From an optimization exercise on the open Yosys and OpenROAD flow, aimed at small area; shortcuts taken in it are not production practice.
RTL that was checked went through simulation tests only; none was proved equivalent to the original.
Power and IR drop assume default switching activity.

==> flow/design.v (excerpt) <==
module matrix_alu (
    input  logic        clk,
    input  logic        reset,
    input  logic        start,
    input  logic [2:0]  op,
    input  logic [15:0] a,
    input  logic [15:0] b,
    input  logic [3:0]  scalar,
    output logic [35:0] result,
    output logic [8:0]  det,
    output logic        singular,
    output logic        done
);
clock: 8.0 ns
lec_check: 0
cap_margin: 20
core_margin: 2
core_utilization: 40
slew_margin: 20
synth_hierarchical: 1
standard.sh (not shown) runs the stock make flow with config.mk's settings and CLKGATE_MAP_FILE= SYNTH_SCRIPT=/design/flow/synth_recipe.tcl, a recipe that flattens the netlist after the stock synthesis.
==> flow/flow/run.sh <==
#!/bin/bash
set -euo pipefail
cd "$(dirname "$0")/.."
export BUFFER_PORTS_ARGS="-buffer_cell sky130_fd_sc_hd__buf_1"
export CTS_ARGS="-sink_clustering_enable -repair_clock_nets -buf_list {sky130_fd_sc_hd__clkbuf_4 sky130_fd_sc_hd__clkbuf_8} -root_buf sky130_fd_sc_hd__clkbuf_8 -dont_use_dummy_load"
bash standard.sh > standard.log 2>&1
Rerun with:
==> flow/flow/run.sh (replaced) <==
#!/bin/bash
set -euo pipefail
cd "$(dirname "$0")/.."
export BUFFER_PORTS_ARGS="-buffer_cell sky130_fd_sc_hd__buf_1"
export CTS_ARGS="-sink_clustering_enable -repair_clock_nets -buf_list sky130_fd_sc_hd__clkbuf_4 -dont_use_dummy_load"
bash standard.sh > standard.log 2>&1
Result:
- critical path depth stays the same
- power fell by 3.1%
- clock skew stays the same
- routed wire length stays flat
- sequential power hardly moves
- area after synthesis is unchanged
- worst setup slack gets worse by 28 ps
- register-to-register slack hardly moves
- combinational power is about the same
- design area drops by 0.49%
- maximum frequency drops by 0.37%
Function was not checked in any run of this note: the RTL went through the layout flow alone.

* * *

Another version of the RTL of matrix_alu (not shown whole).
Size in the first run: about 610 cells after synthesis, ~89 I/O pins, about 6300 um^2 of cells after synthesis.
clock: 8.0 ns
lec_check: 0
cap_margin: 20
core_margin: 2
core_utilization: 40
slew_margin: 20
synth_hierarchical: 1
==> flow/flow/run.sh <==
#!/bin/bash
set -euo pipefail
cd "$(dirname "$0")/.."
export BUFFER_PORTS_ARGS="-buffer_cell sky130_fd_sc_hd__buf_1"
export CTS_ARGS="-repair_clock_nets -buf_list sky130_fd_sc_hd__clkbuf_8 -root_buf sky130_fd_sc_hd__clkbuf_8 -dont_use_dummy_load"
bash standard.sh > standard.log 2>&1
The baseline finished clean.
Edit:
==> flow/flow/run.sh (replaced) <==
#!/bin/bash
# The standard layout, with the smallest buffer (buf_1) on every input and output port
# instead of the delay buffer buffer_ports picks on its own.
set -euo pipefail
cd "$(dirname "$0")/.."
export BUFFER_PORTS_ARGS="-buffer_cell sky130_fd_sc_hd__buf_1"
bash standard.sh > standard.log 2>&1
CTS_BUF_LIST = sky130_fd_sc_hd__clkbuf_4   (was not set)
CTS_CLUSTER_SIZE = 12   (was not set)
Routed wire length goes down slightly.
Clock-buffer cell count stays the same.
Die area does not change.
Final area barely changes.
Setup slack loses 0.036 ns.
Synthesized cell count stays the same.
Combinational power hardly moves.
Edit:
==> flow/flow/run.sh (replaced) <==
#!/bin/bash
set -euo pipefail
cd "$(dirname "$0")/.."
export BUFFER_PORTS_ARGS="-buffer_cell sky130_fd_sc_hd__buf_1"
export CTS_ARGS="-sink_clustering_enable -repair_clock_nets -buf_list sky130_fd_sc_hd__clkbuf_4 -dont_use_dummy_load"
bash standard.sh > standard.log 2>&1
CTS_BUF_LIST = not set   (was sky130_fd_sc_hd__clkbuf_4)
CTS_CLUSTER_SIZE = not set   (was 12)
Final area drops slightly.
Fmax barely changes.
First-iteration DRC count fell by about a fifth.
Worst setup slack degrades by 0.011 ns.
Routed wire length hardly moves.
Clock skew stays the same.
Count of clock-buffer cells in the layout does not change.
Worst hold slack stays flat.
Register-to-register slack stays flat.
Die area does not change.
No run of this note included a check of the RTL's function; only the layout flow was run.

* * *

matrix_alu, a different RTL version from the one above (not shown whole).
Size in the first run: roughly 560 cells after synthesis, about 36 flip-flops, ~89 I/O pins, ~0.0052 mm² of cells after synthesis.
## matrix_alu
module matrix_alu (
    input  logic        clk,
    input  logic        reset,
    input  logic        start,
    input  logic [2:0]  op,
    input  logic [15:0] a,
    input  logic [15:0] b,
    input  logic [3:0]  scalar,
    output logic [35:0] result,
    output logic [8:0]  det,
    output logic        singular,
    output logic        done
);
    logic [2:0]  opr;       
    logic [15:0] ar;        
    logic [15:0] br;        
    always_ff @(posedge clk) begin
        if (reset) done <= 1'b0;
        else       done <= start;
    end
    always_ff @(posedge clk) begin
        if (reset)      opr <= 3'd7;
        else if (start) opr <= (op == 3'd7) ? 3'd6 : op;
    end
    logic ld, hd, ld_r, hd_r;
    assign ld   = start;
    assign hd   = ~start;
    assign ld_r = start & ~reset;                   
    assign hd_r = ~start & ~reset;
    logic [15:0] ar_d;
    for (genvar k = 0; k < 16; k++) begin : g_ain
        if (k >= 8) begin : g_r
            sel2 u_a (.s({ld_r, hd_r}), .d({a[k], ar[k]}), .y(ar_d[k]));
        end else begin : g_n
            sel2 u_a (.s({ld, hd}), .d({a[k], ar[k]}), .y(ar_d[k]));
        end
    end
    logic sel_b, sel_s, sel_t, sel_d, sel_o;
    assign sel_s = start & (op == 3'd2);
    assign sel_t = start & (op == 3'd4);
    assign sel_d = start & (op == 3'd5);
    assign sel_b = start & ~((op == 3'd2) | (op == 3'd4) | (op == 3'd5));    
    assign sel_o = sel_b;                                                    
    logic sel_dn;
    assign sel_dn = ~sel_d;
    logic [15:0] br_d;
    for (genvar k = 0; k < 4; k++) begin : g_bin
        sel4 u_11 (.s({sel_b, sel_s, sel_d, hd}),
  ...
==> flow/config.mk <==
export PLATFORM = sky130hd
export DESIGN_NAME = matrix_alu
export DESIGN_NICKNAME = matrix_alu
export VERILOG_FILES = /design/flow/design.v
export SDC_FILE = /design/flow/constraint.sdc
export NUM_CORES = 4
export LEC_CHECK = 0
export CAP_MARGIN = 20
export CORE_MARGIN = 2
export CORE_UTILIZATION = 50
export SLEW_MARGIN = 20
export SYNTH_HIERARCHICAL = 1
==> flow/constraint.sdc <==
create_clock -name core_clock -period 8.0 [get_ports {clk}]
set_input_delay 1.6000 -clock core_clock [delete_from_list [all_inputs] [get_ports {clk}]]
set_output_delay 1.6000 -clock core_clock [all_outputs]
set_load 0.01 [all_outputs]
==> flow/flow/run.sh <==
#!/bin/bash
set -euo pipefail
cd "$(dirname "$0")/.."
export BUFFER_PORTS_ARGS="-buffer_cell sky130_fd_sc_hd__buf_1"
export CTS_ARGS="-repair_clock_nets -buf_list sky130_fd_sc_hd__clkbuf_4 -root_buf sky130_fd_sc_hd__clkbuf_4 -dont_use_dummy_load"
export GLOBAL_PLACEMENT_ARGS="-keep_resize_below_overflow 0"
bash standard.sh > standard.log 2>&1
==> next run, changes <==
--- a/flow/config.mk
+++ b/flow/config.mk
@@ -9,3 +9,3 @@
 export CORE_MARGIN = 2
-export CORE_UTILIZATION = 50
+export CORE_UTILIZATION = 60
 export SLEW_MARGIN = 20
- The changed run finished clean
- cell area decreases slightly
- wire length falls by a few percent
- sequential power hardly moves
- hold slack gets worse by 0.0081 ns
- clock power came out lower slightly
- clock-buffer cell count does not change
- register-to-register slack hardly moves
- synthesized cell count is unchanged
- final cell count fell by a few percent
- critical path depth does not change

* * *

Another version of the RTL of matrix_alu (not shown whole).
Size in the first run: about 610 cells after synthesis, ~89 I/O pins, roughly 5600 um2 of cells after synthesis.
==> flow/config.mk <==
export PLATFORM = sky130hd
export DESIGN_NAME = matrix_alu
export DESIGN_NICKNAME = matrix_alu
export VERILOG_FILES = /design/flow/design.v
export SDC_FILE = /design/flow/constraint.sdc
export NUM_CORES = 4
export LEC_CHECK = 0
export CAP_MARGIN = 20
export CORE_MARGIN = 2
export CORE_UTILIZATION = 55
export SLEW_MARGIN = 20
export SYNTH_HIERARCHICAL = 1
==> flow/constraint.sdc <==
create_clock -name core_clock -period 8.0 [get_ports {clk}]
set_input_delay 1.6000 -clock core_clock [delete_from_list [all_inputs] [get_ports {clk}]]
set_output_delay 1.6000 -clock core_clock [all_outputs]
set_load 0.01 [all_outputs]
==> flow/flow/run.sh <==
#!/bin/bash
set -euo pipefail
cd "$(dirname "$0")/.."
export BUFFER_PORTS_ARGS="-buffer_cell sky130_fd_sc_hd__buf_1"
export CTS_ARGS="-sink_clustering_enable -repair_clock_nets -buf_list sky130_fd_sc_hd__clkbuf_4 -dont_use_dummy_load"
export GLOBAL_PLACEMENT_ARGS="-keep_resize_below_overflow 0"
bash standard.sh > standard.log 2>&1
The first run ran to the end with no violations.
Next try:
==> flow/flow/run.sh (replaced) <==
#!/bin/bash
set -euo pipefail
cd "$(dirname "$0")/.."
export BUFFER_PORTS_ARGS="-buffer_cell sky130_fd_sc_hd__buf_1"
export CTS_ARGS="-sink_clustering_enable -repair_clock_nets -buf_list sky130_fd_sc_hd__clkbuf_8 -root_buf sky130_fd_sc_hd__clkbuf_4 -dont_use_dummy_load"
export GLOBAL_PLACEMENT_ARGS="-keep_resize_below_overflow 0"
bash standard.sh > standard.log 2>&1
- CORE_UTILIZATION: 55 -> 40
Effect:
- cell area is higher slightly
- count of clock-buffer cells in the layout is unchanged
- routed wire length rises by a few percent
No functional check of the RTL was part of any run of this note.

* * *

Another version of the RTL of matrix_alu (not shown whole).
For scale: about 580 cells after synthesis, ~36 flip-flops, roughly 89 I/O pins, roughly 5700 um^2 of cells after synthesis.
// matrix_alu
module matrix_alu (
    input  logic        clk,
    input  logic        reset,
    input  logic        start,
    input  logic [2:0]  op,
    input  logic [15:0] a,
    input  logic [15:0] b,
    input  logic [3:0]  scalar,
    output logic [35:0] result,
    output logic [8:0]  det,
    output logic        singular,
    output logic        done
);
    logic [2:0]  opr;       
    logic [15:0] ar;        
    logic [15:0] brx;       
    always_ff @(posedge clk) begin
        if (reset) done <= 1'b0;
        else       done <= start;
    end
    logic sel_b, sel_s, sel_t, sel_d, sel_o;
    assign sel_s = (op == 3'd2);
    assign sel_t = (op == 3'd4);
    assign sel_d = (op == 3'd5);
    assign sel_b = ~(sel_s | sel_t | sel_d);        
    assign sel_o = ~(sel_t | sel_d);                
    logic [15:0] b_in_x;
    for (genvar k = 0; k < 4; k++) begin : g_bin
        sel4 u_11 (.s({sel_b, sel_s, sel_t, sel_d}),
                   .d({b[12 + k], scalar[k], a[12 + k], a[k]}), .y(b_in_x[12 + k]));
        sel3_n u_12 (.s({sel_o, sel_t, sel_d}),
                     .d({b[8 + k], a[4 + k], a[8 + k]}), .y(b_in_x[8 + k]));
        sel3_n u_21 (.s({sel_o, sel_t, sel_d}),
                     .d({b[4 + k], a[8 + k], a[4 + k]}), .y(b_in_x[4 + k]));
        sel4 u_22 (.s({sel_b, sel_s, sel_t, sel_d}),
                   .d({b[k], scalar[k], a[k], a[12 + k]}), .y(b_in_x[k]));
    end
    always_ff @(posedge clk) begin
        if (reset) begin
            opr       <= 3'd7;
            ar[15:8]  <= 8'd0;
        end else if (start) begin
            opr       <= (op == 3'd7) ? 3'd6 : op;
            ar[15:8]  <= a[15:8];
        end
    end
    always_ff @(posedge clk) begin
        if (start) begin
            ar[7:0] <= a[7:0];
            brx     <= b_in_x;
        end
    end
    logic [3:0] a11, a12, a21, a22, b11, b12, b21, b22;
    assign {a11, a12, a21, a22} = ar;
    assign {b11, b12, b21, b22} = {brx[15:12], ~brx[11:4], brx[3:0]};
    logic f01, f23, f3, en, cin_d, cin_o, kill;
  ...
Settings: LEC_CHECK=0, CAP_MARGIN=20, CORE_MARGIN=2, CORE_UTILIZATION=40, SLEW_MARGIN=20, SYNTH_HIERARCHICAL=1; clock period 8.0 ns.
==> flow/flow/run.sh <==
#!/bin/bash
set -euo pipefail
cd "$(dirname "$0")/.."
export BUFFER_PORTS_ARGS="-buffer_cell sky130_fd_sc_hd__buf_1"
export CTS_ARGS="-sink_clustering_enable -repair_clock_nets -buf_list sky130_fd_sc_hd__clkbuf_4 -dont_use_dummy_load"
export GLOBAL_PLACEMENT_ARGS="-keep_resize_below_overflow 0"
bash standard.sh > standard.log 2>&1
Then changed:
==> flow/flow/run.sh (replaced) <==
#!/bin/bash
set -euo pipefail
cd "$(dirname "$0")/.."
export BUFFER_PORTS_ARGS="-buffer_cell sky130_fd_sc_hd__buf_1"
export CTS_ARGS="-sink_clustering_enable -repair_clock_nets -buf_list sky130_fd_sc_hd__clkbuf_4 -dont_use_dummy_load"
bash standard.sh > standard.log 2>&1
Settings changed: CORE_UTILIZATION 40 to 60, PLACE_DENSITY from default to 0.75.
Sequential share of layout area rose by 0.14 points.
Non-clock buffer count rose by 6.
Routed wire length fell by 1.1%.
Total power barely changes.
Core utilization rose by 22 points.
Via count fell by about 0.7%.
Worst hold slack gains 0.0069 ns.
Die area fell by 32%.
Global-route usage rose by 10 points.
Sequential power fell by about 3%.
Then changed:
Settings changed: CORE_UTILIZATION 60 to 40, PLACE_DENSITY 0.75 to default.
Result: The changed run went through all stages and came out clean. Routed wire length is about the same. Count of clock-buffer cells in the layout stays the same. Power goes down by 0.37%.
Then changed:
Settings changed: CAP_MARGIN 20 to 0, SLEW_MARGIN 20 to 0.
Result: Global-route usage is unchanged; die area does not change; fmax is unchanged; power does not change; routed wire length stays the same; synthesized cell count does not change; setup slack stays the same; cell area stays the same; area after synthesis does not change; via count stays the same; first-iteration DRC count does not change.
Then changed:
==> flow/flow/run.sh (replaced) <==
#!/bin/bash
set -euo pipefail
cd "$(dirname "$0")/.."
export BUFFER_PORTS_ARGS="-buffer_cell sky130_fd_sc_hd__buf_1"
export CTS_ARGS="-sink_clustering_enable -sink_clustering_size 40 -sink_clustering_max_diameter 300 -repair_clock_nets -buf_list sky130_fd_sc_hd__clkbuf_4 -dont_use_dummy_load"
bash standard.sh > standard.log 2>&1
Settings changed: CAP_MARGIN 0 to 20, SLEW_MARGIN 0 to 20.
Wire length stays the same. Total power stays the same. Final cell count does not change. Design area stays the same. Register-to-register slack hardly moves. Area after synthesis stays the same.
Function was not checked in any run of this note: the RTL went through the layout flow alone.

-- port drivers added, routing unchanged --
No port has a modelled driver above. Below, the same layouts with a new extraction and two added sets of constraints. Step 1 sets driving cells, clkbuf_16 on the clock port and buf_2 on the other inputs (assumed; they add their load-dependent delay and slew). Step 2, shift: input delay + t, output delay - t, t = (earliest + latest rising clock arrival at the registers) / 2. This alone moves slack from input paths to output paths. a / b / c = no drivers / after step 1 / after step 2; a / b = the first two.
run | t, ns | setup WS [ns] | hold WS [ns]
the first run of note 1 | 0.306 | 0.486 / 0.459 / 0.765 | 0.571 / 0.571 / 0.571
the second run of note 1 | 0.350 | 0.458 / 0.433 / 0.783 | 0.578 / 0.578 / 0.578
the first run of note 2 | 0.299 | 0.721 / 0.691 / 0.990 | 0.609 / 0.609 / 0.609
the second run of note 2 | 0.351 | 0.685 / 0.658 / 1.009 | 0.613 / 0.613 / 0.613
the third run of note 2 | 0.342 | 0.674 / 0.647 / 0.989 | 0.612 / 0.612 / 0.612
the first run of note 3 | 0.350 | 0.396 / 0.372 / 0.722 | 0.585 / 0.585 / 0.585
the second run of note 3 | 0.350 | 0.395 / 0.370 / 0.720 | 0.577 / 0.577 / 0.577
the first run of note 4 | 0.361 | 0.448 / 0.419 / 0.780 | 0.604 / 0.604 / 0.604
the second run of note 4 | 0.357 | 0.511 / 0.487 / 0.844 | 0.580 / 0.580 / 0.580
the first run of note 5 | 0.340 | 0.365 / 0.342 / 0.682 | 0.579 / 0.579 / 0.579
the second run of note 5 | 0.334 | 0.451 / 0.431 / 0.765 | 0.586 / 0.586 / 0.586
the third run of note 5 | 0.344 | 0.540 / 0.520 / 0.864 | 0.575 / 0.575 / 0.575
the fourth run of note 5 | 0.344 | 0.540 / 0.520 / 0.864 | 0.575 / 0.575 / 0.575
the fifth run of note 5 | 0.344 | 0.540 / 0.520 / 0.864 | 0.575 / 0.575 / 0.575
After both steps every run listed still meets setup and hold.
